Background: an optimization exercise with open tools, aiming at small area and a short achievable clock period. Do not read the settings as production practice.
Only simulation tests tie the RTL to the original design; equivalence was not proved.
Power figures rest on the tool's default switching activity, not on a simulated workload.

==> flow/design.v, too long to show whole: its modules and the start of the top module <==
// module ifft_tf_mult: 2055 lines
// module ifft_tf_mult_fa: 4 lines
// module ifft_tf_mult_ha: 4 lines
module ifft_tf_mult #(
  parameter int DW   = 16,
  parameter int TW   = 12,
  parameter bit CONJ = 1'b1
) (
  input  logic                 clk,
  input  logic                 rst,
  input  logic                 in_valid,
  input  logic                 in_sop,
  input  logic                 in_tw_en,
  input  logic signed [DW-1:0] in_real,
  input  logic signed [DW-1:0] in_imag,
  output logic [2:0]           tf_addr,
  input  logic signed [TW-1:0] tf_real,
  input  logic signed [TW-1:0] tf_imag,
  output logic                 out_valid,
  output logic                 out_sop,
  output logic signed [DW-1:0] out_real,
  output logic signed [DW-1:0] out_imag,
  output logic                 ovf
);
  // ...
==> flow/flow/run.sh <==
#!/bin/bash
# The standard layout, with the port buffers made of plain buf_2 cells instead of the
# delay-buffer cell buffer_ports picks by default. Every port still gets its own buffer.
set -euo pipefail
export BUFFER_PORTS_ARGS="-buffer_cell sky130_fd_sc_hd__buf_2"
bash standard.sh synth > synth.log 2>&1
bash standard.sh > layout.log 2>&1
==> flow/standard.sh <==
#!/bin/bash
# synth_recipe.tcl (not shown) runs the flow's synth.tcl, then flattens the netlist and writes it again
# the make line also repeats each setting of config.mk as NAME=value (left out here)
make -C /OpenROAD-flow-scripts/flow DESIGN_CONFIG=/design/flow/config.mk WORK_HOME=/design/flow/orfs CLKGATE_MAP_FILE= SYNTH_SCRIPT=/design/flow/synth_recipe.tcl "${@:-finish}"
==> flow/config.mk <==
export PLATFORM = sky130hd
export DESIGN_NAME = ifft_tf_mult
export DESIGN_NICKNAME = ifft_tf_mult
export VERILOG_FILES = /design/flow/design.v
export SDC_FILE = /design/flow/constraint.sdc
export NUM_CORES = 4
export LEC_CHECK = 0
export CAP_MARGIN = 20
export CORE_MARGIN = 2
export CORE_UTILIZATION = 40
export CTS_BUF_LIST = sky130_fd_sc_hd__clkbuf_8
export CTS_CLUSTER_DIAMETER = 50
export CTS_CLUSTER_SIZE = 16
export SETUP_SLACK_MARGIN = 3.8
export SLEW_MARGIN = 20
export SYNTH_HIERARCHICAL = 1
export SYNTH_MINIMUM_KEEP_SIZE = 0
==> flow/constraint.sdc <==
create_clock -name core_clock -period 6.5 [get_ports {clk}]
set_input_delay 1.3000 -clock core_clock [delete_from_list [all_inputs] [get_ports {clk}]]
set_output_delay 1.3000 -clock core_clock [all_outputs]
set_load 0.01 [all_outputs]
==> flow_metrics.env, run 1 <==
export IMPL_io_buffers=98
export IMPL_cts_root_buf="clkbuf_8"
export IMPL_status="timing/DRC/antenna clean"
export IMPL_path_cells="inv_4 -> fa_2 -> nor2b_2 -> o2111ai_2 -> nand2_2 -> o41ai_4 -> buf_4 -> a221o_1 -> or2_4 -> o31ai_4 -> a41oi_2"
export IMPL_post_cts_buffers=5
export IMPL_period_share_pct=42.55
export IMPL_dieHeight_um=262.2
export IMPL_antenna_found_initial=4
export IMPL_syn_to_final_growth_pct=9.554
export IMPL_rsz0062_at_grt="yes"
export IMPL_nFlopsAndLatches=427
export IMPL_grt_max_degree=45
export IMPL_hold_class="flop to flop"
export IMPL_vias=18590
export IMPL_dp_hpwl_um=49420
export IMPL_final_cells=3295
export IMPL_critPathCaptureType="flop"
export IMPL_p_int_w=0.007276
export IMPL_power_density_nw_per_um2=428.1
export IMPL_grt_util_met2_pct=34.70
export IMPL_bufAreaShareNonClock_pct=3.238
export IMPL_avgSynthCellArea_um2=11.17
export IMPL_vdd_drop_max_v=0.0002007
export IMPL_worst_pin_slew_ps=1097
export IMPL_r2r_end="ovf_q$_DFFE_PP0P_"
export IMPL_pwr_share_comb_pct=52.3
export IMPL_met1_length_um=33160
export IMPL_ys_flop_type="dfxtp_1"
export IMPL_die_x_um=262.2
==> run 2: changes to the inputs <==
--- a/flow/config.mk
+++ b/flow/config.mk
@@ -12,5 +12,5 @@
 export CTS_CLUSTER_DIAMETER = 50
 export CTS_CLUSTER_SIZE = 16
-export SETUP_SLACK_MARGIN = 3.8
+export SETUP_SLACK_MARGIN = 4.0
 export SLEW_MARGIN = 20
 export SYNTH_HIERARCHICAL = 1
==> run 2 against run 1 <==
Worst hold slack gained 1.9 ps. Sequential share of layout area shrank 0.83 points. Clock skew shrank 1.6 ps. Global-route usage grew 0.44 points. Register-to-register slack gained 220 ps. Clock power shrank 4%. Fmax grew 8.7%. Utilization grew 1.4 points. Highest routed layer unchanged.
==> flow_metrics.env, run 2 <==
export IMPL_status="timing/DRC/antenna clean"
export IMPL_r2r_end="out_real_q[4]$_DFFE_PP0P_"
export IMPL_worstPathArrival_ps=3080
export IMPL_crit_path_end="out_real_q[4]$_DFFE_PP0P_"
export IMPL_yosysWarningCount=7
export IMPL_gp_congestion=0.8594
export IMPL_cts_root_buf="clkbuf_8"
export IMPL_min_period_ps=2544
export IMPL_synth_edf_count=0
export IMPL_drt_iter0_drc=1762
export IMPL_cp_num_cells=8
export IMPL_pin_count=99
export IMPL_wire_per_inst_um=23.60
export IMPL_yosys_area_top_type_share_pct=28.76
export IMPL_finalWirelength_um=79010
export IMPL_worstSkewPairLatency_ps=690
export IMPL_tns_ps=0
export IMPL_syn_num_nets=2901
export IMPL_clock_skew_ps=43.33
export IMPL_final_common_cell="xnor2_1"
export IMPL_io_buffers=98
export IMPL_core_rowCount=94
export IMPL_dieArea_um2=68740
export IMPL_yosysTopAreaCell="dfxtp_1"
export IMPL_async_flop_share_pct=10.30
export IMPL_ant_nets=0
export IMPL_ctsLongestPathBuffers=3
export IMPL_fillers=6040
export IMPL_hold_viol_final=0
export IMPL_multi_input_area_um2=17510
export IMPL_synth_seq_cells=427
export IMPL_rsz0062_at_grt="yes"
export IMPL_yosysUniqueCellTypes=68
export IMPL_grt_pass1_wl_um=119200
export IMPL_max_clock_freq_mhz=393.1
export IMPL_vdd_drop_max_v=0.0002869
export IMPL_rr_worst_depth=8
export IMPL_final_max_slew_violation_count=0
export IMPL_period_share_pct=39.14
export IMPL_power_density_nw_per_um2=453.8
export IMPL_synth_area_top_cells="dfxtp_1 (29%), fa_1 (24%), xnor2_1 (13%)"
export IMPL_fin_ws_ps=3956
export IMPL_syn_inst=2387
export IMPL_vias=18860
export IMPL_dp_hpwl_um=49760
export IMPL_routed_via_density=5.632
export IMPL_maxCapViolCount=0
export IMPL_cts_tree="yes"
export IMPL_grt_max_degree=45
export IMPL_hold_class="flop to flop"
export IMPL_initial_utilization_pct=40.48
export IMPL_hold_buffers=0
export IMPL_clkSlewWorstSetupHoldPaths_ps=90
export IMPL_ys_seq_area_share_pct=32.89
export IMPL_layout_nets=2960
export IMPL_cts_max_level=2
export IMPL_power_leakage_nw=11.68
export IMPL_cp_buffers_inverters=1
export IMPL_crit_reg2reg_launch="s3_re_a24_q$_DFF_P_"
export IMPL_syn_area_um2=26660
export IMPL_setup_violations=0
export IMPL_drive_gt1_share_pct=18.17
export IMPL_holdWs_ps=336.1
export IMPL_syn_to_final_growth_pct=13.10
export IMPL_grt_usage_pct=22.89
export IMPL_start_kind="flop"
export IMPL_synth_common_cells="xnor2_1 (397), dfxtp_1 (383), fa_1 (326)"
export IMPL_path_cells="ha_1 -> a21oi_1 -> o21ai_0 -> or4_4 -> and3_4 -> a21boi_4 -> buf_12 -> a21oi_1"
export IMPL_first_global_vias=20070
export IMPL_core_area_um2=65860
export IMPL_crit_required_ps=7040
export IMPL_startpoint="s3_re_a24_q$_DFF_P_"
export IMPL_postPlaceCellArea_um2=27820
export IMPL_final_cell_area_um2=30160
export IMPL_max_slew_margin_pct=32.69
export IMPL_ys_flop_type="dfxtp_1"
export IMPL_worst_pin_slew_ps=1010
export IMPL_antenna_found_initial=2
export IMPL_pre_cts_slack_ps=3549
export IMPL_avgSynthCellArea_um2=11.17
export IMPL_critPathCaptureType="flop"
export IMPL_final_cell_mix="xnor2_1 (396), dfxtp_1 (341), fa_1 (324), a22oi_1 (300), nand2_1 (135)"
export IMPL_dieHeight_um=262.2
export IMPL_ff2ff_setup_slack_ps=3960
export IMPL_path_class="flop to flop"
export IMPL_drc=0
export IMPL_cp_slowest_stage_delay_ps=580
export IMPL_critPathTopFamily="compound AO/OA/AOI/OAI gates"
export IMPL_drt_pass1_iter_count=7
export IMPL_yosysMostFrequentCell="xnor2_1"
export IMPL_clock_sinks=427
export IMPL_numCtsBuffers=46
export IMPL_worstPathMaxFanout=8
export IMPL_die_x_um=262.2
export IMPL_grt_overflow=0
export IMPL_crit_path_top_delay_cell="or4_4"
export IMPL_seqCellArea_um2=8851
export IMPL_cp_common_cell="a21oi_1"
==> run 2: cell counts after synthesis <==
Identical to the previous run, type by type.
==> run 2: final cells by class <==
type / instances / area share [%]
clock inverters: 35 / 1.141
diodes: 2 / 0.01660
inverters: 52 / 0.6887
multi-input cells: 1711 / 58.06
well taps: 864 / 3.585
clock buffers: 49 / 2.236
repair buffers: 208 / 4.921
flip-flops and latches: 427 / 29.35
==> run 2: kinds of logic (layout without fill, tap and decap cells) <==
logic type,after synthesis,count (layout),synth area share [%]
other,0,2,0
AO/OA/AOI/OAI,502,504,13.37
buffers and inverters,253,344,3.707
AND/OR/NAND/NOR,315,317,5.228
flip-flops,427,427,32.89
adder cells (fa/ha/maj),453,453,30.44
multiplexers,2,2,0.07977
XOR/XNOR,435,435,14.29
==> run 2: power by group <==
part | switching, W | leakage, nW | internal [W]
Clock | 0.00115 | 0.515 | 0.000818
Sequential | 0.000475 | 3.72 | 0.00347
Combinational | 0.00418 | 7.44 | 0.00359
==> run 2: timing repair <==
item / 4_1_cts / 5_1_grt
gates resized for setup: 103 / 95
gates cloned: 4 / 1
endpoints found under the setup margin: 181 / 96
pin swaps: 22 / 40
setup buffers: 38 / 24
==> run 2: worst min-delay path by stage <==
stage                     startpoint                   to  slack [ps]  cells after the start
2_1_floorplan  s2_im_c27_0_q$_DFF_P_  s3_im_b27_q$_DFF_P_         310                      0
3_3_place_gp   s2_re_c27_0_q$_DFF_P_  s3_re_b27_q$_DFF_P_         310                      0
3_5_place_dp   s2_re_c27_0_q$_DFF_P_  s3_re_b27_q$_DFF_P_         320                      0
4_1_cts        s2_re_c27_0_q$_DFF_P_  s3_re_b27_q$_DFF_P_         340                      0
5_1_grt        s2_im_c27_0_q$_DFF_P_  s3_im_b27_q$_DFF_P_         350                      0
6_report       s2_re_c27_0_q$_DFF_P_  s3_re_b27_q$_DFF_P_         340                      0
==> run 2: metrics by stage <==
| stage | util (%) | instances | total power [W] |
|---|---|---|---|
| 5_1_grt | 45.78 | 3346 | 0.01476 |
| 2_1_floorplan | - | 2387 | 0.008081 |
| 3_5_place_dp | 42.24 | 3195 | 0.01013 |
| 4_1_cts | 44.87 | 3321 | 0.01291 |
| 6_report | 45.79 | 3348 | 0.01368 |
| 3_3_place_gp | 42.24 | 3195 | 0.009948 |
==> run 2: metal layers <==
metal | up-vias | share of wire [%] | GRT usage [%]
met4 | 0 | 4.1 | 10.06
met5 | - | 0 | 0
met2 | 911 | 45 | 36.28
li1 | 8162 | - | -
met3 | 219 | 8.1 | 4.311
met1 | 9565 | 42 | 30.60
==> run 2: Yosys stat by module (local to each module, per instance) <==
module	copies in the design	cells	flip-flops and latches	area, um2
ifft_tf_mult	1	2001	427	19400
ifft_tf_mult_fa	324	1	0	20.02
ifft_tf_mult_ha	62	1	0	12.51
==> run 3: changes to the inputs <==
--- a/flow/config.mk
+++ b/flow/config.mk
@@ -12,5 +12,5 @@
 export CTS_CLUSTER_DIAMETER = 50
 export CTS_CLUSTER_SIZE = 16
-export SETUP_SLACK_MARGIN = 4.0
+export SETUP_SLACK_MARGIN = 4.2
 export SLEW_MARGIN = 20
 export SYNTH_HIERARCHICAL = 1
==> run 3 against run 2 <==
Final area up 1.6%. Power increased by 1.9%. Final cell count up 0.45%. Critical path depth grew 6. First-iteration DRC count decreased by 2.2%. Via count grew 0.57%. Count of clock-buffer cells in the layout grew 3. Sequential share of layout area decreased by 0.39 points. Largest power group unchanged.
==> flow_metrics.env, run 3 <==
export IMPL_syn_area_um2=26660
export IMPL_finalWirelength_um=81050
export IMPL_status="timing/DRC/antenna clean"
export IMPL_hold_end="s3_im_b27_q$_DFF_P_"
export IMPL_layout_nets=2971
export IMPL_hold_viol_final=0
export IMPL_pin_count=99
export IMPL_synth_edf_count=0
export IMPL_ys_flop_type="dfxtp_1"
export IMPL_gp_congestion=0.8455
export IMPL_yosysMostFrequentCell="xnor2_1"
export IMPL_path_cells="inv_2 -> fa_2 -> nor2b_4 -> o31a_4 -> o21bai_4 -> buf_6 -> a211oi_4 -> nor3_4 -> buf_6 -> o21ai_4 -> a21boi_4 -> buf_6 -> buf_12 -> a21oi_1"
export IMPL_pwr_share_clk_pct=16.0
export IMPL_max_slew_margin_pct=29.33
export IMPL_cp_common_cell="buf_6"
export IMPL_pwr_share_comb_pct=55.8
export IMPL_dieArea_um2=68740
export IMPL_final_max_slew_violation_count=0
export IMPL_ff2ff_setup_slack_ps=3920
export IMPL_drt_pass1_iter_count=6
export IMPL_crit_path_top_delay_cell="dfxtp_4"
export IMPL_pre_cts_slack_ps=3486
export IMPL_fillers=6018
export IMPL_yosys_area_top_type_share_pct=28.76
export IMPL_first_global_vias=20220
export IMPL_clock_skew_ps=32.17
export IMPL_p_switching_w=0.005851
export IMPL_wire_per_inst_um=24.10
export IMPL_cts_root_buf="clkbuf_8"
export IMPL_start_kind="flop"
export IMPL_grt_usage_pct=23.42
export IMPL_power_w=0.01394
export IMPL_yosysWarningCount=7
export IMPL_cp_buffers_inverters=5
export IMPL_setup_violations=0
export IMPL_ant_nets=0
export IMPL_numCtsBuffers=49
export IMPL_rsz0062_at_grt="yes"
export IMPL_final_cell_mix="xnor2_1 (396), dfxtp_1 (341), fa_1 (323), a22oi_1 (300), nand2_1 (129)"
export IMPL_hold_start="s2_im_c27_0_q$_DFF_P_"
export IMPL_drive_gt1_share_pct=18.74
export IMPL_antenna_found_initial=2
export IMPL_drc=0
export IMPL_critPathTopFamily="compound AO/OA/AOI/OAI gates"
export IMPL_worst_pin_slew_ps=1060
export IMPL_holdWs_ps=333.9
export IMPL_fin_ws_ps=3922
export IMPL_crit_reg2reg_launch="s3_re_cy_q$_DFF_P_"
export IMPL_ys_seq_area_share_pct=32.89
export IMPL_max_clock_freq_mhz=388.0
export IMPL_grt_overflow=0
export IMPL_period_share_pct=39.66
export IMPL_cts_max_level=2
export IMPL_core_area_um2=65860
export IMPL_syn_inst=2387
export IMPL_avgSynthCellArea_um2=11.17
export IMPL_async_flop_share_pct=10.30
export IMPL_p_seq_share_pct=28.2
export IMPL_worstPathMaxFanout=8
export IMPL_hold_depth=0
export IMPL_worstPathArrival_ps=3170
export IMPL_maxCapViolCount=0
export IMPL_power_density_nw_per_um2=455.0
export IMPL_dieHeight_um=262.2
export IMPL_clkSlewWorstSetupHoldPaths_ps=90
export IMPL_clock_sinks=427
export IMPL_hold_class="flop to flop"
export IMPL_grt_pass1_wl_um=121900
export IMPL_path_class="flop to flop"
export IMPL_core_rowCount=94
export IMPL_cp_slowest_stage_delay_ps=420
export IMPL_place_inst=3195
export IMPL_ctsLongestPathBuffers=3
export IMPL_synth_common_cells="xnor2_1 (397), dfxtp_1 (383), fa_1 (326)"
export IMPL_drt_iter0_drc=1723
export IMPL_worstSkewPairLatency_ps=680
export IMPL_syn_to_final_growth_pct=14.90
export IMPL_crit_required_ps=7100
export IMPL_vias=18960
export IMPL_p_int_w=0.008087
export IMPL_cts_tree="yes"
export IMPL_syn_num_nets=2901
export IMPL_power_leakage_nw=11.86
export IMPL_grt_max_degree=45
export IMPL_critPathCaptureType="flop"
export IMPL_io_buffers=98
export IMPL_r2r_end="out_real_q[5]$_DFFE_PP0P_"
export IMPL_synth_seq_cells=427
export IMPL_hold_buffers=0
export IMPL_yosysUniqueCellTypes=68
export IMPL_rr_worst_depth=14
export IMPL_min_period_ps=2578
export IMPL_synth_area_top_cells="dfxtp_1 (29%), fa_1 (24%), xnor2_1 (13%)"
export IMPL_initial_utilization_pct=40.48
export IMPL_final_cells=3363
export IMPL_dp_hpwl_um=49590
export IMPL_switching_share_pct=41.98
export IMPL_die_x_um=262.2
export IMPL_vdd_drop_max_v=0.0002764
export IMPL_yosysTopAreaCell="dfxtp_1"
export IMPL_routed_via_density=5.639
export IMPL_final_common_cell="xnor2_1"
export IMPL_tns_ps=0
-- run 3: cell count changes in the layout (fill, tap and decap cells not counted), sizes merged --
cell and delta:
buf +7, clkinv +6, inv -6, bufinv +4
clkbuf +4
-- run 3: kinds of logic after synthesis --
family	after synthesis	share of synthesized area [%]
xor+xnor	435	14.29
compound gates	502	13.37
mux	2	0.07977
simple gates	315	5.228
buf+inv	253	3.707
flops	427	32.89
fa+ha+maj	453	30.44
-- run 3: what timing repair did --
item / 4_1_cts / 5_1_grt
setup buffers: 49 / 21
pin swaps: 37 / 23
endpoints found under the setup margin: 252 / 116
gates resized for setup: 138 / 68
gates cloned: 5 / 0
-- run 3: worst max path at each step --
stage / startpoint / end / cells after the start
2_1_floorplan: s3_re_a11_q$_DFF_P_ / out_real_q[10]$_DFFE_PP0P_ / 11
3_3_place_gp: s1_en_q[1]$_DFF_P_ / s2_im_c17_5_q$_DFF_P_ / 4
3_5_place_dp: s1_en_q[1]$_DFF_P_ / s2_im_c12_5_q$_DFF_P_ / 4
4_1_cts: out_real_q[14]$_DFFE_PP0P_ / out_real[14] / 1
5_1_grt: s3_re_b10_q$_DFF_P_ / out_real_q[5]$_DFFE_PP0P_ / 14
6_report: s3_re_cy_q$_DFF_P_ / out_real_q[5]$_DFFE_PP0P_ / 14
-- run 3: metrics by stage --
| step | cell area (um2) | utilization (%) |
|---|---|---|
| 6_report | 30640 | 46.51 |
| 5_1_grt | 30630 | 46.51 |
| 4_1_cts | 30070 | 45.65 |
| 3_5_place_dp | 27900 | 42.35 |
| 3_3_place_gp | 27890 | 42.35 |
| 2_1_floorplan | 26770 | - |
-- run 3: worst register-to-register path, cell delays in order (launching register included) --
cell and delay (ps):
dfxtp_4 420, inv_2 50, fa_2 360, nor2b_4 130
o31a_4 150, o21bai_4 70, buf_6 130, a211oi_4 290
nor3_4 90, buf_6 130, o21ai_4 190, a21boi_4 90
buf_6 120, buf_12 130, a21oi_1 130
-- run 3: Yosys stat by module, one instance, submodules excluded --
module           times used  cells  cell area (um2)  flops+latches
ifft_tf_mult_fa         324      1            20.02              0
ifft_tf_mult              1   2001            19400            427
ifft_tf_mult_ha          62      1            12.51              0
-- run 3: layout make-up --
cell class	count	area (um2)	area share (%)
Clock buffer	52	715.7	2.336
Sequential cell	427	8874	28.96
Timing Repair Buffer	216	1777	5.799
Clock inverter	39	496.7	1.621
Multi-Input combinational cell	1711	17480	57.05
Inverter	52	209.0	0.6820
Tap cell	864	1081	3.529
Antenna cell	2	5.005	0.01634
-- run 3: layer usage --
layer | vias up | routed length, um | GRT usage, %
met3 | 202 | 7740 | 5.401
met1 | 9606 | 33340 | 31.11
met2 | 960 | 36670 | 36.82
met4 | 0 | 3300 | 9.761
met5 | - | 0 | 0
li1 | 8196 | - | -
-- run 3: power groups by stage --
stage                     logic (W)  clock network [W]  registers [W]
final                       0.00778            0.00223        0.00393
after global routing        0.00862            0.00239        0.00401
after CTS                   0.00735            0.00228        0.00393
after detailed placement    0.00623                  0        0.00398
after global placement      0.00609                  0        0.00396
after floorplan             0.00435                  0        0.00385
==> run 4: changes to the inputs <==
--- a/flow/config.mk
+++ b/flow/config.mk
@@ -8,9 +8,10 @@
 export CAP_MARGIN = 20
 export CORE_MARGIN = 2
-export CORE_UTILIZATION = 40
+export CORE_UTILIZATION = 55
 export CTS_BUF_LIST = sky130_fd_sc_hd__clkbuf_8
 export CTS_CLUSTER_DIAMETER = 50
 export CTS_CLUSTER_SIZE = 16
-export SETUP_SLACK_MARGIN = 4.2
+export PLACE_DENSITY = 0.7
+export SETUP_SLACK_MARGIN = 4.0
 export SLEW_MARGIN = 20
 export SYNTH_HIERARCHICAL = 1
==> run 4 against run 3 <==
First-iteration DRC count up 25%. Sequential share of layout area up 1.0 points. Worst hold slack about the same. Final area down 3.8%. Power down 6.3%. Utilization up 15 points. Synthesized area unchanged. Clock power down 13%. Non-clock buffer count down 19. Via count up 0.35%. Sequential power about the same. Wire length down 7.8%. Critical path type unchanged.
==> flow_metrics.env, run 4 <==
export IMPL_path_cells="ha_4 -> nor2b_4 -> o31a_4 -> o21bai_4 -> a21oi_2 -> or4_4 -> and3_4 -> a21boi_4 -> buf_6 -> buf_12 -> a21oi_2"
export IMPL_cp_slowest_stage_delay_ps=430
export IMPL_clock_skew_ps=49.92
export IMPL_yosysTopAreaCell="dfxtp_1"
export IMPL_dp_hpwl_um=47660
export IMPL_dieHeight_um=224.2
export IMPL_critPathTopFamily="compound AO/OA/AOI/OAI gates"
export IMPL_numCtsBuffers=46
export IMPL_cts_root_buf="clkbuf_8"
export IMPL_hold_buffers=0
export IMPL_drt_iter0_drc=2157
export IMPL_ctsLongestPathBuffers=3
export IMPL_synth_common_cells="xnor2_1 (397), dfxtp_1 (383), fa_1 (326)"
export IMPL_cts_tree="yes"
export IMPL_drt_pass1_iter_count=8
export IMPL_min_period_ps=2568
export IMPL_pin_count=99
export IMPL_syn_inst=2387
export IMPL_core_area_um2=47750
export IMPL_worstPathMaxFanout=8
export IMPL_hold_class="flop to flop"
export IMPL_setup_violations=0
export IMPL_syn_area_um2=26660
export IMPL_ys_seq_area_share_pct=32.89
export IMPL_yosysUniqueCellTypes=68
export IMPL_io_buffers=98
export IMPL_critPathCaptureType="flop"
export IMPL_core_rowCount=80
export IMPL_start_kind="flop"
export IMPL_yosys_area_top_type_share_pct=28.76
export IMPL_final_max_slew_violation_count=0
export IMPL_routed_via_density=6.171
export IMPL_yosysMostFrequentCell="xnor2_1"
export IMPL_yosysWarningCount=7
export IMPL_clkSlewWorstSetupHoldPaths_ps=90
export IMPL_first_global_vias=20220
export IMPL_crit_required_ps=7010
export IMPL_final_util_pct=61.71
export IMPL_cts_max_level=2
export IMPL_insertedDiodeCount=0
export IMPL_period_share_pct=39.50
export IMPL_power_leakage_nw=11.57
export IMPL_maxCapViolCount=0
export IMPL_final_cell_mix="xnor2_1 (396), dfxtp_1 (343), fa_1 (324), a22oi_1 (300), nand2_1 (135)"
export IMPL_status="timing/DRC/antenna clean"
export IMPL_grt_usage_pct=30.17
export IMPL_avgSynthCellArea_um2=11.17
export IMPL_worstSkewPairLatency_ps=670
export IMPL_antenna_found_initial=3
export IMPL_die_x_um=224.2
export IMPL_drc=0
export IMPL_grt_pass1_wl_um=115700
export IMPL_crit_path_top_delay_cell="or4_4"
export IMPL_tns_ps=0
export IMPL_finalWirelength_um=74760
export IMPL_cp_common_cell="a21oi_2"
export IMPL_syn_to_final_growth_pct=10.51
export IMPL_worstPathArrival_ps=3080
export IMPL_rsz0062_at_grt="yes"
export IMPL_synth_area_top_cells="dfxtp_1 (29%), fa_1 (24%), xnor2_1 (13%)"
export IMPL_ant_nets=0
export IMPL_final_cells=3084
export IMPL_hold_viol_final=0
export IMPL_worst_pin_slew_ps=979.1
export IMPL_final_common_cell="xnor2_1"
export IMPL_grt_overflow=0
export IMPL_wire_per_inst_um=24.24
export IMPL_dieArea_um2=50250
export IMPL_synth_seq_cells=427
export IMPL_max_slew_margin_pct=34.73
export IMPL_max_clock_freq_mhz=389.5
export IMPL_grt_max_degree=45
export IMPL_power_density_nw_per_um2=443.3
export IMPL_clock_sinks=427
export IMPL_async_flop_share_pct=10.30
export IMPL_syn_num_nets=2901
export IMPL_cp_buffers_inverters=2
export IMPL_path_class="flop to flop"
export IMPL_drive_gt1_share_pct=16.57
export IMPL_initial_utilization_pct=55.84
export IMPL_ys_flop_type="dfxtp_1"
export IMPL_gp_congestion=0.8811
export IMPL_place_inst=2945
export IMPL_vdd_drop_max_v=0.0002255
export IMPL_vias=19030
export IMPL_synth_edf_count=0
export IMPL_layout_nets=2948
-- run 4: cell counts after synthesis --
Identical to the previous run, type by type.
-- run 4: per-module statistics from Yosys (local to each module, per instance) --
module           copies in the design  cells  flip-flops and latches  cell area (um2)
ifft_tf_mult                        1   2001                     427            19400
ifft_tf_mult_fa                   324      1                       0            20.02
ifft_tf_mult_ha                    62      1                       0            12.51
-- run 4: layout make-up --
cell class	count	area (um2)
sequential	427	8843
fill	3739	18280
clock buffer	48	660.6
clock inverter	35	359.1
inverter	52	207.7
tap	615	769.5
timing repair buffer	197	1318
multi-input combinational	1710	17310
-- run 4: path summary, 6_finish.rpt --
kind / endpoint / cells after the start / from / slack (ps)
setup / recovery: out_real_q[7]$_DFFE_PP0P_ / 11 / s3_re_a11_q$_DFF_P_ / 3930
hold / removal: s3_re_b27_q$_DFF_P_ / 0 / s2_re_c27_0_q$_DFF_P_ / 330
setup reg to reg: out_real_q[7]$_DFFE_PP0P_ / 11 / s3_re_a11_q$_DFF_P_ / 3930
hold reg to reg: s3_re_b27_q$_DFF_P_ / 0 / s2_re_c27_0_q$_DFF_P_ / 330
max in group asynchronous: out_real_q[6]$_DFFE_PP0P_ / 2 / rst / 5070
min in group asynchronous: out_valid_q$_DFF_PP0_ / 2 / rst / 860
-- run 4: worst reg2reg max path, cell delays in order, from the launching register on --
cell	delay [ps]
dfxtp_1	380
ha_4	230
nor2b_4	130
o31a_4	340
o21bai_4	150
a21oi_2	90
or4_4	430
and3_4	200
a21boi_4	180
buf_6	130
buf_12	120
a21oi_2	60
-- run 4: where the power goes --
group / switching (W) / leakage (nW) / internal [W]
clock: 0.00111 / 0.528 / 0.000838
combinational: 0.00390 / 7.32 / 0.00327
sequential: 0.000472 / 3.72 / 0.00347
total: 0.00548 / 11.6 / 0.00758
-- run 4: routing by layer --
layer	global-route usage, %	part of all wire (%)
met5	0	0
met4	14.63	5.3
met3	6.375	10
met2	47.53	45
met1	39.89	40
-- run 4: stage by stage --
| stage | hold slack (ps) | setup WS, ps | total power [W] | area [um2] |
|---|---|---|---|---|
| after floorplan | 309.6 | 3988 | 0.008081 | 26660 |
| after global placement | 312.6 | 3599 | 0.009818 | 27500 |
| after detailed placement | 312.1 | 3531 | 0.01001 | 27500 |
| after CTS | 334.5 | 3938 | 0.01270 | 29180 |
| after global routing | 341.1 | 3792 | 0.01407 | 29460 |
| final | 334.0 | 3932 | 0.01306 | 29460 |
-- run 4: cell families (layout without fill, tap and decap cells) --
kind of cell | count (synthesis) | after routing | share of synthesized area, %
AOI/OAI and AO/OA | 502 | 503 | 13.37
xor gates and xnor gates | 435 | 435 | 14.29
adders and majority gates | 453 | 453 | 30.44
buffers and inverters | 253 | 332 | 3.707
DFF | 427 | 427 | 32.89
muxes | 2 | 2 | 0.07977
and+or+nand+nor | 315 | 317 | 5.228
-- run 4: what timing repair did --
| item | CTS | global route |
|---|---|---|
| setup endpoints to repair | 175 | 85 |
| pin swaps | 19 | 20 |
| gates resized for setup | 93 | 49 |
| setup buffers | 40 | 12 |
| cloned | 4 | 0 |
==> run 5: changes to the inputs <==
--- a/flow/config.mk
+++ b/flow/config.mk
@@ -6,5 +6,5 @@
 export NUM_CORES = 4
 export LEC_CHECK = 0
-export CAP_MARGIN = 20
+export CAP_MARGIN = 5
 export CORE_MARGIN = 2
 export CORE_UTILIZATION = 55
@@ -14,5 +14,5 @@
 export PLACE_DENSITY = 0.7
 export SETUP_SLACK_MARGIN = 4.0
-export SLEW_MARGIN = 20
+export SLEW_MARGIN = 5
 export SYNTH_HIERARCHICAL = 1
 export SYNTH_MINIMUM_KEEP_SIZE = 0
==> run 5 against run 4 <==
Still clean on timing, DRC and antenna. Synthesized area is the same. Flip-flop and latch count unchanged. Critical path depth unchanged. Sequential share of layout area did not move. Utilization did not move. Setup slack unchanged. Fmax unchanged. Register-to-register slack barely moved. Final cell count unchanged.
==> flow_metrics.env, run 5 <==
export IMPL_status="timing/DRC/antenna clean"
export IMPL_first_global_vias=20220
export IMPL_ys_seq_area_share_pct=32.89
export IMPL_clkSlewWorstSetupHoldPaths_ps=90
export IMPL_period_share_pct=39.50
export IMPL_path_class="flop to flop"
export IMPL_final_cells=3084
export IMPL_dieArea_um2=50250
export IMPL_hold_end="s3_re_b27_q$_DFF_P_"
export IMPL_ys_flop_type="dfxtp_1"
export IMPL_clock_sinks=427
export IMPL_cts_max_level=2
export IMPL_crit_required_ps=7010
export IMPL_cts_root_buf="clkbuf_8"
export IMPL_path_cells="ha_4 -> nor2b_4 -> o31a_4 -> o21bai_4 -> a21oi_2 -> or4_4 -> and3_4 -> a21boi_4 -> buf_6 -> buf_12 -> a21oi_2"
export IMPL_core_area_um2=47750
export IMPL_hold_start="s2_re_c27_0_q$_DFF_P_"
export IMPL_crit_path_top_delay_cell="or4_4"
export IMPL_core_rowCount=80
export IMPL_syn_num_nets=2901
export IMPL_grt_overflow=0
export IMPL_yosysUniqueCellTypes=68
export IMPL_yosysTopAreaCell="dfxtp_1"
export IMPL_drive_gt1_share_pct=16.57
export IMPL_ctsLongestPathBuffers=3
export IMPL_cp_common_cell="a21oi_2"
export IMPL_antenna_found_initial=3
export IMPL_hold_viol_final=0
export IMPL_syn_area_um2=26660
export IMPL_drt_iter0_drc=2157
export IMPL_power_density_nw_per_um2=443.3
export IMPL_tns_ps=0
export IMPL_cts_tree="yes"
export IMPL_clock_skew_ps=49.92
export IMPL_rsz0062_at_grt="yes"
export IMPL_async_flop_share_pct=10.30
export IMPL_place_inst=2945
export IMPL_hold_class="flop to flop"
export IMPL_yosysMostFrequentCell="xnor2_1"
export IMPL_vdd_drop_max_v=0.0002255
export IMPL_final_cell_mix="xnor2_1 (396), dfxtp_1 (343), fa_1 (324), a22oi_1 (300), nand2_1 (135)"
export IMPL_yosys_area_top_type_share_pct=28.76
export IMPL_dp_hpwl_um=47660
export IMPL_drt_pass1_iter_count=8
export IMPL_ant_nets=0
export IMPL_maxCapViolCount=0
export IMPL_worst_pin_slew_ps=979.1
export IMPL_worstPathArrival_ps=3080
export IMPL_max_slew_margin_pct=34.73
export IMPL_insertedDiodeCount=0
export IMPL_initial_utilization_pct=55.84
export IMPL_grt_max_degree=45
export IMPL_power_leakage_nw=11.57
export IMPL_final_util_pct=61.71
export IMPL_synth_common_cells="xnor2_1 (397), dfxtp_1 (383), fa_1 (326)"
export IMPL_fillers=3739
export IMPL_wire_per_inst_um=24.24
export IMPL_cp_buffers_inverters=2
export IMPL_cp_slowest_stage_delay_ps=430
export IMPL_synth_seq_cells=427
export IMPL_start_kind="flop"
export IMPL_grt_pass1_wl_um=115700
export IMPL_syn_to_final_growth_pct=10.51
export IMPL_drc=0
export IMPL_max_clock_freq_mhz=389.5
export IMPL_vias=19030
export IMPL_die_x_um=224.2
export IMPL_routed_via_density=6.171
export IMPL_final_common_cell="xnor2_1"
export IMPL_critPathTopFamily="compound AO/OA/AOI/OAI gates"
export IMPL_hold_buffers=0
export IMPL_worstPathMaxFanout=8
export IMPL_yosysWarningCount=7
export IMPL_layout_nets=2948
export IMPL_syn_inst=2387
export IMPL_ff2ff_setup_slack_ps=3930
export IMPL_numCtsBuffers=46
export IMPL_crit_reg2reg_launch="s3_re_a11_q$_DFF_P_"
export IMPL_hold_depth=0
export IMPL_avgSynthCellArea_um2=11.17
export IMPL_synth_edf_count=0
export IMPL_r2r_end="out_real_q[7]$_DFFE_PP0P_"
export IMPL_io_buffers=98
export IMPL_rr_worst_depth=11
export IMPL_pin_count=99
export IMPL_final_max_slew_violation_count=0
export IMPL_grt_usage_pct=30.17
export IMPL_gp_congestion=0.8811
export IMPL_dieHeight_um=224.2
export IMPL_critPathCaptureType="flop"
export IMPL_min_period_ps=2568
export IMPL_finalWirelength_um=74760
export IMPL_worstSkewPairLatency_ps=670
export IMPL_setup_violations=0
export IMPL_synth_area_top_cells="dfxtp_1 (29%), fa_1 (24%), xnor2_1 (13%)"
[run 5: cell counts in the layout (fill, tap and decap cells not counted)]
Identical to the previous run, type by type.
[run 5: cell type report]
| class | instances | area (um2) | area share, % |
|---|---|---|---|
| Multi-Input combinational cell | 1710 | 17310 | 58.74 |
| Sequential cell | 427 | 8843 | 30.01 |
| Timing Repair Buffer | 197 | 1318 | 4.472 |
| Tap cell | 615 | 769.5 | 2.612 |
| Clock buffer | 48 | 660.6 | 2.242 |
| Clock inverter | 35 | 359.1 | 1.219 |
| Inverter | 52 | 207.7 | 0.7049 |
[run 5: logic make-up after synthesis]
| kind of cell | Yosys count | share of synthesized area (%) |
|---|---|---|
| compound gates | 502 | 13.37 |
| fa+ha+maj | 453 | 30.44 |
| xor+xnor | 435 | 14.29 |
| flops | 427 | 32.89 |
| simple gates | 315 | 5.228 |
| buf+inv | 253 | 3.707 |
| mux | 2 | 0.07977 |
[run 5: through the flow]
step | total power [W] | setup slack (ps) | hold slack [ps] | area [um2]
floorplan | 0.008081 | 3988 | 309.6 | 26660
global placement | 0.009818 | 3599 | 312.6 | 27500
detailed placement | 0.01001 | 3531 | 312.1 | 27500
CTS | 0.01270 | 3938 | 334.5 | 29180
global route | 0.01407 | 3792 | 341.1 | 29460
finish | 0.01306 | 3932 | 334.0 | 29460
[run 5: how the worst max path moves through the flow]
stage | slack (ps) | endpoint | startpoint | depth (start not counted)
global route | 3790 | out_real_q[10]$_DFFE_PP0P_ | s3_re_a22_q$_DFF_P_ | 10
global placement | 3600 | ovf_q$_DFFE_PP0P_ | s3_im_a10_q$_DFF_P_ | 10
detailed placement | 3530 | ovf_q$_DFFE_PP0P_ | s3_im_a10_q$_DFF_P_ | 10
finish | 3930 | out_real_q[7]$_DFFE_PP0P_ | s3_re_a11_q$_DFF_P_ | 11
CTS | 3940 | out_imag[2] | out_imag_q[2]$_DFFE_PP0P_ | 1
floorplan | 3990 | out_real_q[10]$_DFFE_PP0P_ | s3_re_a11_q$_DFF_P_ | 11
[run 5: power breakdown]
group | internal, W | switching (W)
Sequential | 0.00347 | 0.000472
Combinational | 0.00327 | 0.00390
Clock | 0.000838 | 0.00111
[run 5: layer usage]
layer | wire, um | track usage (%)
met4 | 3958 | 14.63
met3 | 7633 | 6.375
met5 | 0 | 0
met2 | 33600 | 47.53
met1 | 29570 | 39.89
[run 5: timing repair]
action                                  CTS  global route
setup buffers                            40            12
endpoints found under the setup margin  176            85
cloned                                    4             0
resized for setup                        94            49
pin swaps                                19            20
[run 5: Yosys stat by module (local to each module, per instance)]
| module | area, um2 | copies in the design | cells |
|---|---|---|---|
| ifft_tf_mult | 19400 | 1 | 2001 |
| ifft_tf_mult_ha | 12.51 | 62 | 1 |
| ifft_tf_mult_fa | 20.02 | 324 | 1 |
==> run 6: changes to the inputs <==
--- a/flow/config.mk
+++ b/flow/config.mk
@@ -6,13 +6,13 @@
 export NUM_CORES = 4
 export LEC_CHECK = 0
-export CAP_MARGIN = 5
+export CAP_MARGIN = 20
 export CORE_MARGIN = 2
-export CORE_UTILIZATION = 55
+export CORE_UTILIZATION = 65
 export CTS_BUF_LIST = sky130_fd_sc_hd__clkbuf_8
 export CTS_CLUSTER_DIAMETER = 50
 export CTS_CLUSTER_SIZE = 16
-export PLACE_DENSITY = 0.7
+export PLACE_DENSITY = 0.8
 export SETUP_SLACK_MARGIN = 4.0
-export SLEW_MARGIN = 5
+export SLEW_MARGIN = 20
 export SYNTH_HIERARCHICAL = 1
 export SYNTH_MINIMUM_KEEP_SIZE = 0
==> run 6 against run 5 <==
Clock power increased by 6%. Via count grew 2.6%. Largest power group unchanged. Utilization is 11 points higher. Sequential power about the same. Largest cell class unchanged. Final area up 0.70%. Count of clock-buffer cells in the layout rose by 3. Final cell count shrank 2.7%.
==> flow_metrics.env, run 6 <==
export IMPL_status="timing/DRC/antenna clean"
export IMPL_grt_overflow=0
export IMPL_power_leakage_nw=11.63
export IMPL_core_rowCount=74
export IMPL_path_class="flop to flop"
export IMPL_grt_max_degree=45
export IMPL_muxShareOfSynthArea_pct=0.07977
export IMPL_path_cells="inv_2 -> fa_2 -> nor2b_4 -> o2111ai_2 -> nand2_2 -> o41ai_4 -> a221o_1 -> or2_4 -> o31ai_4 -> a41oi_2"
export IMPL_yosysMostFrequentCell="xnor2_1"
export IMPL_synthAdderAreaFrac_pct=30.44
export IMPL_cts_root_buf="clkbuf_8"
export IMPL_critPathCaptureType="flop"
export IMPL_die_x_um=206.5
export IMPL_dieHeight_um=206.5
export IMPL_cts_max_level=2
export IMPL_switching_share_pct=41.82
export IMPL_wire_per_inst_um=24.99
export IMPL_cts_tree="yes"
export IMPL_max_clock_freq_mhz=392.6
export IMPL_dieArea_um2=42660
export IMPL_hold_class="flop to flop"
export IMPL_min_period_ps=2547
export IMPL_pwr_share_comb_pct=56.2
export IMPL_clock_sinks=427
export IMPL_crit_path_top_delay_cell="fa_2"
export IMPL_drt_pass1_iter_count=10
export IMPL_worst_pin_slew_ps=1172
export IMPL_rsz0062_at_grt="yes"
export IMPL_clock_skew_ps=74.77
export IMPL_p_int_w=0.008019
export IMPL_io_buffers=98
export IMPL_syn_to_final_growth_pct=11.28
export IMPL_insertedDiodeCount=0
export IMPL_synth_top_family_by_area="adder cells"
export IMPL_ant_nets=0
export IMPL_layout_nets=2946
export IMPL_final_util_pct=73.00
export IMPL_synth_common_cells="xnor2_1 (397), dfxtp_1 (383), fa_1 (326)"
export IMPL_yosysTopAreaCell="dfxtp_1"
export IMPL_tns_ps=0
export IMPL_syn_num_nets=2901
export IMPL_synth_compound_area_share_pct=13.37
export IMPL_pin_count=99
export IMPL_synth_seq_cells=427
export IMPL_numCtsBuffers=45
export IMPL_synth_xor_area_share_pct=14.29
export IMPL_syn_area_um2=26660
export IMPL_period_share_pct=39.19
export IMPL_ys_seq_area_share_pct=32.89
export IMPL_cp_slowest_stage_delay_ps=410
export IMPL_crit_required_ps=7020
export IMPL_setup_violations=0
export IMPL_finalWirelength_um=74960
export IMPL_dp_hpwl_um=47200
export IMPL_p_seq_share_pct=28.8
export IMPL_routed_via_density=6.506
export IMPL_antenna_found_initial=3
export IMPL_grt_pass1_wl_um=114900
export IMPL_fillers=2758
export IMPL_initial_utilization_pct=65.60
export IMPL_grt_usage_pct=35.69
export IMPL_power_density_nw_per_um2=464.5
export IMPL_ys_flop_type="dfxtp_1"
export IMPL_worstPathMaxFanout=4
export IMPL_first_global_vias=20850
export IMPL_clkSlewWorstSetupHoldPaths_ps=100
export IMPL_yosysWarningCount=7
export IMPL_maxCapViolCount=0
export IMPL_worstSkewPairLatency_ps=690
export IMPL_p_switching_w=0.005764
export IMPL_yosysUniqueCellTypes=68
export IMPL_core_area_um2=40650
export IMPL_syn_inst=2387
export IMPL_synthSimpleGateAreaFrac_pct=5.228
export IMPL_vdd_drop_max_v=0.0002645
export IMPL_yosys_area_top_type_share_pct=28.76
export IMPL_avgSynthCellArea_um2=11.17
export IMPL_start_kind="flop"
export IMPL_holdWs_ps=341.0
export IMPL_worstPathArrival_ps=3070
export IMPL_final_cell_mix="xnor2_1 (396), dfxtp_1 (342), fa_1 (323), a22oi_1 (300), nand2_1 (133)"
export IMPL_ctsLongestPathBuffers=3
export IMPL_drc=0
export IMPL_drive_gt1_share_pct=16.98
export IMPL_final_max_slew_violation_count=0
export IMPL_gp_congestion=0.8874
export IMPL_synth_area_top_cells="dfxtp_1 (29%), fa_1 (24%), xnor2_1 (13%)"
export IMPL_drt_iter0_drc=2403
export IMPL_hold_viol_final=0
export IMPL_final_common_cell="xnor2_1"
export IMPL_vias=19520
export IMPL_pwr_share_clk_pct=15.0
export IMPL_async_flop_share_pct=10.30
export IMPL_max_slew_margin_pct=21.89
export IMPL_synth_edf_count=0
[run 6: cell counts after synthesis]
Identical to the previous run, type by type.
[run 6: worst paths after layout]
check,cells after the start,end,slack [ps],start
worst max-delay path,10,ovf_q$_DFFE_PP0P_,3950,s3_im_cy_q$_DFF_P_
worst min-delay path,0,s3_re_b27_q$_DFF_P_,340,s2_re_c27_0_q$_DFF_P_
worst max register to register,10,ovf_q$_DFFE_PP0P_,3950,s3_im_cy_q$_DFF_P_
worst min register to register,0,s3_re_b27_q$_DFF_P_,340,s2_re_c27_0_q$_DFF_P_
max in group asynchronous,2,out_real_q[1]$_DFFE_PP0P_,5060,rst
min in group asynchronous,2,ovf_q$_DFFE_PP0P_,870,rst
[run 6: critical path, delay by kind of cell, from the launching register on]
kind / cells / cell delay [ps]
simple gates: 3 / 550
compound gates: 5 / 1080
buf+inv: 1 / 40
fa+ha+maj: 1 / 410
flops: 1 / 350
[run 6: through the flow]
stage / cell area, um2 / std cells / power, W / setup WS (ps)
6_report: 29670 / 3000 / 0.01378 / 3953
5_1_grt: 29670 / 3000 / 0.01472 / 3879
4_1_cts: 29160 / 2986 / 0.01299 / 3924
3_5_place_dp: 27380 / 2860 / 0.01007 / 3547
3_3_place_gp: 27380 / 2860 / 0.009845 / 3654
2_1_floorplan: 26660 / 2387 / 0.008081 / 3988
[run 6: modules after synthesis (local to each module, per instance)]
module,area [um2],times used
ifft_tf_mult_ha,12.51,62
ifft_tf_mult,19400,1
ifft_tf_mult_fa,20.02,324
[run 6: power groups by stage]
stage	sequential, W	combinational (W)	clock (W)
2_1_floorplan	0.00385	0.00423	0
3_3_place_gp	0.00394	0.00591	0
3_5_place_dp	0.00397	0.00610	0
4_1_cts	0.00392	0.00697	0.00209
5_1_grt	0.00404	0.00849	0.00219
6_report	0.00397	0.00775	0.00207
[run 6: cell type report]
| type | count | area (um2) | share of cell area [%] |
|---|---|---|---|
| multi-input cells | 1711 | 17480 | 58.91 |
| flip-flops and latches | 427 | 8855 | 29.84 |
| repair buffers | 195 | 1393 | 4.693 |
| clock buffers | 51 | 701.9 | 2.366 |
| well taps | 532 | 665.6 | 2.243 |
| clock inverters | 32 | 375.4 | 1.265 |
| inverters | 52 | 202.7 | 0.6831 |
[run 6: timing repair]
action	in CTS	in global routing
endpoints found under the setup margin	168	95
gates resized for setup	88	87
buffers inserted	38	14
cloned	5	0
pin swaps	22	44
hold buffers	0	0
[run 6: cells by family after synthesis]
family          count (synthesis)
fa+ha+maj                     453
compound gates                502
buf+inv                       253
simple gates                  315
mux                             2
flops                         427
xor+xnor                      435
[run 6: metal layers]
metal / track usage (%) / share of wire, % / vias up
met5: 1.152 / 0.18 / -
met4: 18.80 / 5.8 / 8
met3: 11.04 / 13 / 398
met2: 55.63 / 45 / 1428
met1: 44.81 / 36 / 9557
li1: - / - / 8128

-- re-timing with driven ports --
In the flow no input, the clock included, has a driving cell. The finished layouts below were timed again as built, in two steps. Step 1 assumes that a clkbuf_16 drives the clock port and a buf_2 every other input. Step 2 adds t to the input delays and takes it off the output delays; t is the mean of the earliest and latest rising clock arrival at the registers after step 1. Input paths then give back, and output paths get back, about the clock's delay inside the block. a / b / c = no drivers / after step 1 / after step 2; a / b = the first two.
run | shift t [ns] | slack for setup (ns) | worst register clock-pin slew, ns
run 1 | 0.718 | 3.734 / 3.734 / 3.734 | 0.10 / 0.10
run 2 | 0.732 | 3.956 / 3.910 / 3.950 | 0.10 / 0.10
run 3 | 0.728 | 3.922 / 3.915 / 3.899 | 0.10 / 0.10
run 4 | 0.699 | 3.932 / 3.932 / 3.932 | 0.10 / 0.10
run 5 | 0.699 | 3.932 / 3.932 / 3.932 | 0.10 / 0.10
run 6 | 0.709 | 3.953 / 3.927 / 3.878 | 0.10 / 0.10
After both steps setup and hold are still met in every run listed. The setup slack of run 6, which loses most, moves by -0.026 ns with the drivers and by -0.075 ns with both steps.
